What follows belongs to an exercise in optimizing a design on an open flow for small area and a short achievable clock period; a production flow would make more cautious choices.
At most, simulation tests tie the RTL to the original design; equivalence was not proved.

## inv_shift_sub_stage
module inv_shift_sub_stage #(
    parameter int TAG_W = 4
) (
    input  logic             CLK,
    input  logic             RST_N,
    input  logic             IN_VALID,
    output logic             IN_READY,
    input  logic [0:127]     IN,
    input  logic [TAG_W-1:0] IN_TAG,
    output logic             OUT_VALID,
    input  logic             OUT_READY,
    output logic [0:127]     OUT,
    output logic [TAG_W-1:0] OUT_TAG
);
Settings: LEC_CHECK=0, CAP_MARGIN=20, CORE_MARGIN=2, CORE_UTILIZATION=22, PLACE_DENSITY=0.3, SETUP_SLACK_MARGIN=2.5, SLEW_MARGIN=20, SYNTH_HIERARCHICAL=1, TNS_END_PERCENT=0; clock period 5.0 ns.
standard.sh (not shown) runs the stock make flow with config.mk's settings and CLKGATE_MAP_FILE= SYNTH_SCRIPT=/design/flow/synth_recipe.tcl, a recipe that flattens the netlist after the stock synthesis.
==> flow/flow/run.sh <==
#!/bin/bash
set -euo pipefail
bash standard.sh BUFFER_PORTS_ARGS="-buffer_cell sky130_fd_sc_hd__buf_2" finish > run_make.log 2>&1
Edit:
--- a/flow/design.v
+++ b/flow/design.v
@@ -18,35 +18,37 @@
 ) (
     input  logic             CLK,
     input  logic             RST_N,
     input  logic             IN_VALID,
     output logic             IN_READY,
     input  logic [0:127]     IN,
     input  logic [TAG_W-1:0] IN_TAG,
     output logic             OUT_VALID,
     input  logic             OUT_READY,
     output logic [0:127]     OUT,
     output logic [TAG_W-1:0] OUT_TAG
 );
-    localparam int NEN = 2;           
+    localparam int NEN = 4;           
     logic [NEN:0]      en;      
     logic              v1;
     logic [TAG_W-1:0]  tag1;
     logic [15:0][11:0] s1;      
     logic [15:0][11:0] s1_d;
     logic [15:0][7:0]  s2;      
     logic [15:0][7:0]  s2_d;
     g_ready u_ready (.out_valid(OUT_VALID), .out_ready(OUT_READY), .ready(IN_READY));
+    logic en_root;
+    g_ready u_en_root (.out_valid(OUT_VALID), .out_ready(OUT_READY), .ready(en_root));
     for (genvar e = 0; e <= NEN; e++) begin : g_en
-        g_ready u_en (.out_valid(OUT_VALID), .out_ready(OUT_READY), .ready(en[e]));
+        g_ready u_en (.out_valid(OUT_VALID), .out_ready(en_root), .ready(en[e]));
     end
     for (genvar k = 0; k < 16; k++) begin : g_byte
         localparam int COL = k / 4;
         localparam int ROW = k % 4;
         localparam int SRC = 4 * ((COL - ROW + 4) % 4) + ROW;
         logic [7:0]  x;
         logic [11:0] o1;
         logic [7:0]  r;
         logic [3:0]  t;
         logic [7:0]  y;
         assign x = IN[8*SRC +: 8];
         logic p8; g_xor u_p8 (.a(x[0]), .b(x[1]), .y(p8));
The new run produced a clean layout.
Clock-buffer cell count goes down by 3.
Worst setup slack loses 0.049 ns.
First-iteration DRC count rose by 9.2%.
Critical path depth climbs by 1.
Non-clock buffer count shrinks by 59.
Global-route usage came out higher by 0.37 points.
No functional check of the RTL was part of any run of this note.


inv_shift_sub_stage, a different RTL version from the one above (not shown whole).
Size: ~270 I/O pins, about 27000 µm² of cells after synthesis.
clock: 5.0 ns
lec_check: 0
cap_margin: 20
core_margin: 2
core_utilization: 22
place_density: 0.3
setup_slack_margin: 2.35
slew_margin: 20
synth_hierarchical: 1
Scripts as last shown in full above: flow/flow/run.sh
Rerun with:
--- a/flow/design.v
+++ b/flow/design.v
@@ -24,13 +24,13 @@
     input  logic [TAG_W-1:0] IN_TAG,
     output logic             OUT_VALID,
     input  logic             OUT_READY,
     output logic [0:127]     OUT,
     output logic [TAG_W-1:0] OUT_TAG
 );
-    localparam int NEN = 4;           
+    localparam int NEN = 16;           
     logic [NEN:0]      en;      
     logic              v1;
     logic [TAG_W-1:0]  tag1;
     logic [15:0][11:0] s1;      
     logic [15:0][11:0] s1_d;
     logic [15:0][7:0]  s2;      
=> Final cell count grows slightly. Synthesized cell count climbs slightly. Via count rose slightly. Wire length rose by a few percent. First-iteration DRC count is higher by about a fifth.
No functional check of the RTL was part of any run of this note.


before:
Another version of the RTL of inv_shift_sub_stage (not shown whole).
For scale: about 2800 cells after synthesis, roughly 330 flip-flops, about 27000 sq um of cells after synthesis.
Settings: LEC_CHECK=0, CAP_MARGIN=20, CORE_MARGIN=2, CORE_UTILIZATION=35, CTS_CLUSTER_DIAMETER=200, CTS_CLUSTER_SIZE=20, PLACE_DENSITY=0.45, SETUP_SLACK_MARGIN=2.5, SLEW_MARGIN=20, SYNTH_HIERARCHICAL=1, TNS_END_PERCENT=0; clock period 5.0 ns.
Scripts as last shown in full above: flow/flow/run.sh
#### Input delta (after over before)
--- a/flow/design.v
+++ b/flow/design.v
@@ -55,29 +55,29 @@
         logic p9; g_xor u_p9 (.a(x[2]), .b(x[5]), .y(p9));
         logic p10; g_xor u_p10 (.a(x[6]), .b(x[7]), .y(p10));
         logic p11; g_xor u_p11 (.a(x[2]), .b(x[3]), .y(p11));
         logic p12; g_xor u_p12 (.a(x[1]), .b(x[4]), .y(p12));
         logic p13; g_xor u_p13 (.a(x[3]), .b(x[5]), .y(p13));
         logic p14; g_xor u_p14 (.a(p8), .b(p9), .y(p14));
         logic p15; g_xor u_p15 (.a(x[0]), .b(x[4]), .y(p15));
-        logic p16; g_xor u_p16 (.a(p8), .b(x[4]), .y(p16));
+        logic p16; g_xor u_p16 (.a(p63), .b(x[4]), .y(p16));
         logic p17; g_xor u_p17 (.a(p10), .b(p11), .y(p17));
         logic p18; g_xor u_p18 (.a(x[0]), .b(x[5]), .y(p18));
         logic p19; g_xor u_p19 (.a(p12), .b(p13), .y(p19));
         logic p20; g_xor u_p20 (.a(p13), .b(x[6]), .y(p20));
         logic p21; g_xor u_p21 (.a(p9), .b(p10), .y(p21));
         logic p22; g_xor u_p22 (.a(p14), .b(x[6]), .y(p22));
         logic p23; g_xor u_p23 (.a(x[1]), .b(x[2]), .y(p23));
         logic p24; g_xor u_p24 (.a(p8), .b(x[3]), .y(p24));
         logic p25; g_xor u_p25 (.a(p11), .b(x[1]), .y(p25));
-        logic p26; g_xor u_p26 (.a(p8), .b(p11), .y(p26));
+        logic p26; g_xor u_p26 (.a(p63), .b(p11), .y(p26));
         logic p27; g_xor u_p27 (.a(p8), .b(x[5]), .y(p27));
         logic p28; g_xor u_p28 (.a(p9), .b(x[4]), .y(p28));
         logic p29; g_xor u_p29 (.a(p12), .b(x[6]), .y(p29));
-        logic p30; g_xor u_p30 (.a(p8), .b(x[7]), .y(p30));
+        logic p30; g_xor u_p30 (.a(p63), .b(x[7]), .y(p30));
         logic p31; g_xor u_p31 (.a(p10), .b(p15), .y(p31));
         logic p32; g_xor u_p32 (.a(p16), .b(x[2]), .y(p32));
         logic p33; g_xor u_p33 (.a(p15), .b(p17), .y(p33));
         logic p34; g_xor u_p34 (.a(p12), .b(p17), .y(p34));
         logic p35; assign p35 = ~x[1];
         logic p36; g_xnor u_p36 (.a(p8), .b(p9), .y(p36));
         logic p37; g_nand u_p37 (.a(p32), .b(p31), .y(p37));
@@ -99,14 +99,15 @@
         logic p53; g_xor u_p53 (.a(p49), .b(p44), .y(p53));
         logic p54; g_xor u_p54 (.a(p50), .b(p42), .y(p54));
         logic p55; g_xor u_p55 (.a(p51), .b(p41), .y(p55));
         logic p57; g_xor u_p57 (.a(p47), .b(p53), .y(p57));
         logic p60; g_xnor u_p60 (.a(p46), .b(p52), .y(p60));
         logic p61; g_xnor u_p61 (.a(p46), .b(p54), .y(p61));
         logic p62; g_xnor u_p62 (.a(p47), .b(p55), .y(p62));
+        logic p63; g_xor u_p63 (.a(x[0]), .b(x[1]), .y(p63));
         assign o1[0] = p20;
         assign o1[1] = p19;
         assign o1[2] = p22;
         assign o1[3] = p21;
         assign o1[4] = p18;
         assign o1[5] = p35;
         assign o1[6] = p36;
### Flow results
- after falls short of before in detailed router's first-iteration violation count.
- The met3 wirelength from detailed routing reported for after is smaller than that of before by 14 um.
- Diff before..after | initial core utilization | negligible
- From before to after, standard-cell row count did not move at all.
- Summary of after over before: fmax climbed 0.38%, area added between synthesis and finish climbed 0.31 points.
The RTL of after was laid out without a check of its function.

## re-timing with driven ports
In the flow no input, the clock included, has a driving cell. The finished layouts below were timed again as built, in two steps. Step 1 sets driving cells, clkbuf_16 on the clock port and buf_2 on the other inputs (assumed; they add their load-dependent delay and slew). Step 2 moves the port delays by t, midway between the first and last clock arrival at a register: inputs arrive t later, outputs are due t later. That takes back most of the time a late clock gives input paths. Slacks: ideal / step 1 / step 2; pairs: ideal / step 1.
| run | t, ns | setup WS [ns] | worst setup path at the end |
|---|---|---|---|
| the first run of note 1 | 0.655 | 2.471 / 2.471 / 1.956 | input to register |
| the second run of note 1 | 0.678 | 2.422 / 2.422 / 1.830 | input to register |
| the first run of note 2 | 0.668 | 2.462 / 2.462 / 1.915 | input to register |
| the second run of note 2 | 0.657 | 2.435 / 2.381 / 1.907 | input to register |
| before | 0.620 | 2.565 / 2.565 / 1.976 | input to register |
| after | 0.613 | 2.574 / 2.558 / 2.025 | input to register |
After both steps setup and hold are still met in every run listed. For the second run of note 1, which loses most, drivers alone change the setup slack by 0.000 ns; drivers and shift together by -0.592 ns.
